From an optimization exercise on the open Yosys and OpenROAD flow, aimed at small area and a short achievable clock period; shortcuts taken in it are not production practice.
Function was checked by simulation only, so behaviour that the tests miss may differ from the original.
No activity file was given, so power comes from the tool's default toggle rates.

== alpha ==
==> flow/design.v <==
`default_nettype none
package pla_pkg;
    localparam int C_PLA_N_IN   = 6;
    localparam int C_PLA_N_OUT  = 48;
    localparam int C_PLA_N_TERM = 64;
    typedef enum logic [0:0] {
        ST_INIT = 1'b0,
        ST_RUN  = 1'b1
    } pla_state_t;
    localparam logic C_SEL_AND = 1'b0;
    localparam logic C_SEL_OR  = 1'b1;
endpackage
`default_nettype wire
`default_nettype none
module pla_and_plane
#(
    parameter int N_IN   = pla_pkg::C_PLA_N_IN,
    parameter int N_TERM = pla_pkg::C_PLA_N_TERM
) (
    input  logic              Clk,
    input  logic [N_TERM-1:0] i_we,      
    input  logic [N_IN-1:0]   i_m0,
    input  logic [N_IN-1:0]   i_m1,
    input  logic [N_IN-1:0]   i_a,
    output logic [N_TERM-1:0] o_term
);
    logic [N_IN-1:0] r_m0 [N_TERM];
    logic [N_IN-1:0] r_m1 [N_TERM];
    always_ff @(posedge Clk) begin
        for (int t = 0; t < N_TERM; t++) begin
            if (i_we[t]) begin
                r_m0[t] <= i_m0;
                r_m1[t] <= i_m1;
            end
        end
    end
    always_comb begin
        for (int t = 0; t < N_TERM; t++) begin
            o_term[t] = &((i_a & r_m1[t]) | (~i_a & r_m0[t]));
        end
    end
endmodule
`default_nettype wire
`default_nettype none
module pla_prog
#(
    parameter int N_IN   = pla_pkg::C_PLA_N_IN,
    parameter int N_OUT  = pla_pkg::C_PLA_N_OUT,
    parameter int N_TERM = pla_pkg::C_PLA_N_TERM,
    parameter int TW     = $clog2(N_TERM)
) (
    input  logic             Rst,
    input  logic             Clk,
    input  logic             CE,
    input  logic [N_IN-1:0]  A,
    input  logic             A_Vld,
    output logic [N_OUT-1:0] Q,
    output logic             Q_Vld,
    output logic             Rdy,
    input  logic             Cfg_We,
    input  logic             Cfg_Sel,
    input  logic [TW-1:0]    Cfg_Idx,
    input  logic [N_IN-1:0]  Cfg_Care,
    input  logic [N_IN-1:0]  Cfg_Val,
    input  logic [N_OUT-1:0] Cfg_Or,
    output logic             Cfg_Err
);
    localparam logic [TW-1:0] C_LAST_IDX = TW'(N_TERM - 1);
    logic [TW-1:0]    r_cnt;
    logic             r_rdy;
    logic             r_rdy_o;
    logic             r_run_a;
    logic             r_run_o;
    logic             r_cfg_err;
    logic [N_TERM-1:0] r_term;
    logic [N_TERM-1:0] r_term_n;
    logic              r_s1_vld;
    logic [N_OUT-1:0]  r_q;
    logic              r_q_vld;
    logic [N_OUT-1:0]  r_or [N_TERM];
    logic              w_and_wr;
    logic              w_or_wr;
    logic [N_TERM-1:0] w_and_we;
    logic [N_TERM-1:0] w_or_we;
    logic [N_TERM-1:0] w_term;
    logic [N_OUT-1:0]  w_or_d;
    logic [N_OUT-1:0]  w_or_q;
    assign w_and_wr = Cfg_We & r_rdy & (Cfg_Sel == pla_pkg::C_SEL_AND);
    assign w_or_wr  = Cfg_We & r_rdy & (Cfg_Sel == pla_pkg::C_SEL_OR);
    logic [7:0] w_lo_dec;
    logic [7:0] w_and_hi;
    logic [7:0] w_or_hi;
    always_comb begin
        for (int k = 0; k < 8; k++) begin
            w_lo_dec[k] = (Cfg_Idx[2:0] == 3'(k));
            w_and_hi[k] = w_and_wr & (Cfg_Idx[5:3] == 3'(k));
            w_or_hi[k]  = w_or_wr  & (Cfg_Idx[5:3] == 3'(k));
        end
        for (int t = 0; t < N_TERM; t++) begin
            w_and_we[t] = ~r_run_a | (w_and_hi[t / 8] & w_lo_dec[t % 8]);
            w_or_we[t]  = ~r_run_o | (w_or_hi[t / 8]  & w_lo_dec[t % 8]);
        end
    end
    pla_and_plane #(
        .N_IN   (N_IN),
        .N_TERM (N_TERM)
    ) u_and_plane (
        .Clk    (Clk),
        .i_we   (w_and_we),
        .i_m0   ({N_IN{r_run_a}} & ~(Cfg_Care & Cfg_Val)),
        .i_m1   ({N_IN{r_run_a}} & ~(Cfg_Care & ~Cfg_Val)),
        .i_a    (A),
        .o_term (w_term)
    );
    assign w_or_d = {N_OUT{r_run_o}} & Cfg_Or;
    always_ff @(posedge Clk) begin
        for (int t = 0; t < N_TERM; t++) begin
            if (w_or_we[t]) begin
                r_or[t] <= w_or_d;
            end
        end
    end
    logic w_sweep_done;
    assign w_sweep_done = (r_cnt == C_LAST_IDX);
    always_ff @(posedge Clk) begin
        if (Rst) begin
            r_cnt     <= '0;
            r_rdy     <= 1'b0;
            r_rdy_o   <= 1'b0;
            r_run_a   <= 1'b0;
            r_run_o   <= 1'b0;
            r_cfg_err <= 1'b0;
        end else begin
            r_cfg_err <= Cfg_We & ~r_rdy;
            r_rdy     <= r_rdy | w_sweep_done;
            r_rdy_o   <= r_rdy_o | w_sweep_done;
            r_run_a   <= r_run_a | w_sweep_done;
            r_run_o   <= r_run_o | w_sweep_done;
            if (!r_rdy) begin
                r_cnt <= r_cnt + 1'b1;
            end
        end
    end
    always_comb begin
        w_or_q = '0;
        for (int t = 0; t < N_TERM; t++) begin
            w_or_q[N_OUT/2-1:0] = w_or_q[N_OUT/2-1:0]
                                | ({(N_OUT/2){r_term[t]}} & r_or[t][N_OUT/2-1:0]);
            w_or_q[N_OUT-1:N_OUT/2] = w_or_q[N_OUT-1:N_OUT/2]
                                | ({(N_OUT/2){~r_term_n[t]}} & r_or[t][N_OUT-1:N_OUT/2]);
        end
    end
    always_ff @(posedge Clk) begin
        if (CE) begin
            r_term   <= w_term;
            r_term_n <= ~w_term;
        end
    end
    always_ff @(posedge Clk) begin
        if (Rst) begin
            r_s1_vld <= 1'b0;
            r_q      <= '0;
            r_q_vld  <= 1'b0;
        end else if (CE) begin
            r_s1_vld <= A_Vld & r_rdy;
            r_q_vld  <= r_s1_vld;
            if (r_s1_vld) begin
                r_q <= w_or_q;
            end
        end
    end
    assign Q       = r_q;
    assign Q_Vld   = r_q_vld;
    assign Rdy     = r_rdy_o;
    assign Cfg_Err = r_cfg_err;
endmodule
`default_nettype wire
Settings: LEC_CHECK=0, CAP_MARGIN=20, CORE_MARGIN=2, CORE_UTILIZATION=60, CTS_CLUSTER_DIAMETER=60, CTS_CLUSTER_SIZE=28, PLACE_DENSITY=0.7, SETUP_SLACK_MARGIN=2.5, SLEW_MARGIN=20; clock period 5.0 ns.
standard.sh (not shown) runs the stock make flow with config.mk's settings and CLKGATE_MAP_FILE= SYNTH_SCRIPT=/design/flow/synth_recipe.tcl, a recipe that flattens the netlist after the stock synthesis.
==> flow/flow/run.sh <==
#!/bin/bash
set -euo pipefail
bash standard.sh MATCH_CELL_FOOTPRINT=0 \
    'BUFFER_PORTS_ARGS=-buffer_cell sky130_fd_sc_hd__buf_4' finish > standard.log 2>&1
--- input diff alpha..beta ---
--- a/flow/design.v
+++ b/flow/design.v
@@ -73,7 +73,6 @@
     logic             r_run_o;
     logic             r_cfg_err;
     logic [N_TERM-1:0] r_term;
-    logic [N_TERM-1:0] r_term_n;
     logic              r_s1_vld;
     logic [N_OUT-1:0]  r_q;
     logic              r_q_vld;
@@ -144,16 +143,12 @@
     always_comb begin
         w_or_q = '0;
         for (int t = 0; t < N_TERM; t++) begin
-            w_or_q[N_OUT/2-1:0] = w_or_q[N_OUT/2-1:0]
-                                | ({(N_OUT/2){r_term[t]}} & r_or[t][N_OUT/2-1:0]);
-            w_or_q[N_OUT-1:N_OUT/2] = w_or_q[N_OUT-1:N_OUT/2]
-                                | ({(N_OUT/2){~r_term_n[t]}} & r_or[t][N_OUT-1:N_OUT/2]);
+            w_or_q = w_or_q | ({N_OUT{r_term[t]}} & r_or[t]);
         end
     end
     always_ff @(posedge Clk) begin
         if (CE) begin
-            r_term   <= w_term;
-            r_term_n <= ~w_term;
+            r_term <= w_term;
         end
     end
     always_ff @(posedge Clk) begin
==> notes.md <==
- alpha → beta: area taken by flip-flops and latches moved down, routability congestion estimate from global placement moved down, die area moved down, relative contribution of the clock network to total power moved down.
- Diff alpha -> beta: met1 track demand over resource in global routing went up by 1.0 points; leakage dissipation went down.
- beta has CTS buffer count below what alpha had.

==> re-timing with driven ports <==
How much do the figures lean on ideal ports? The routed layouts below were timed once more, with nothing changed but the port constraints. Step 1 (the two cells are an assumption about what drives the block):
set clk [get_ports {Clk}]
set_driving_cell -lib_cell sky130_fd_sc_hd__clkbuf_16 $clk
set_driving_cell -lib_cell sky130_fd_sc_hd__buf_2 [delete_from_list [all_inputs] $clk]
Step 2, shift: input delay + t, output delay - t, t = (earliest + latest rising clock arrival at the registers) / 2. This alone moves slack from input paths to output paths. Slacks: ideal ports / drivers / drivers and shift; pairs: ideal ports / drivers.
run | t, ns | slack for setup (ns) | worst setup path after step 2 | slew at the worst register clock pin (ns) | worst data-port slew with drivers (ns)
alpha | 0.992 | 1.991 / 1.991 / 1.156 | input to register | 0.11 / 0.11 | 0.10
beta | 0.992 | 2.329 / 2.329 / 1.511 | input to register | 0.11 / 0.11 | 0.15
After both steps every run listed still meets setup and hold. For alpha, which loses most, drivers alone change the setup slack by 0.000 ns; drivers and shift together by -0.835 ns.
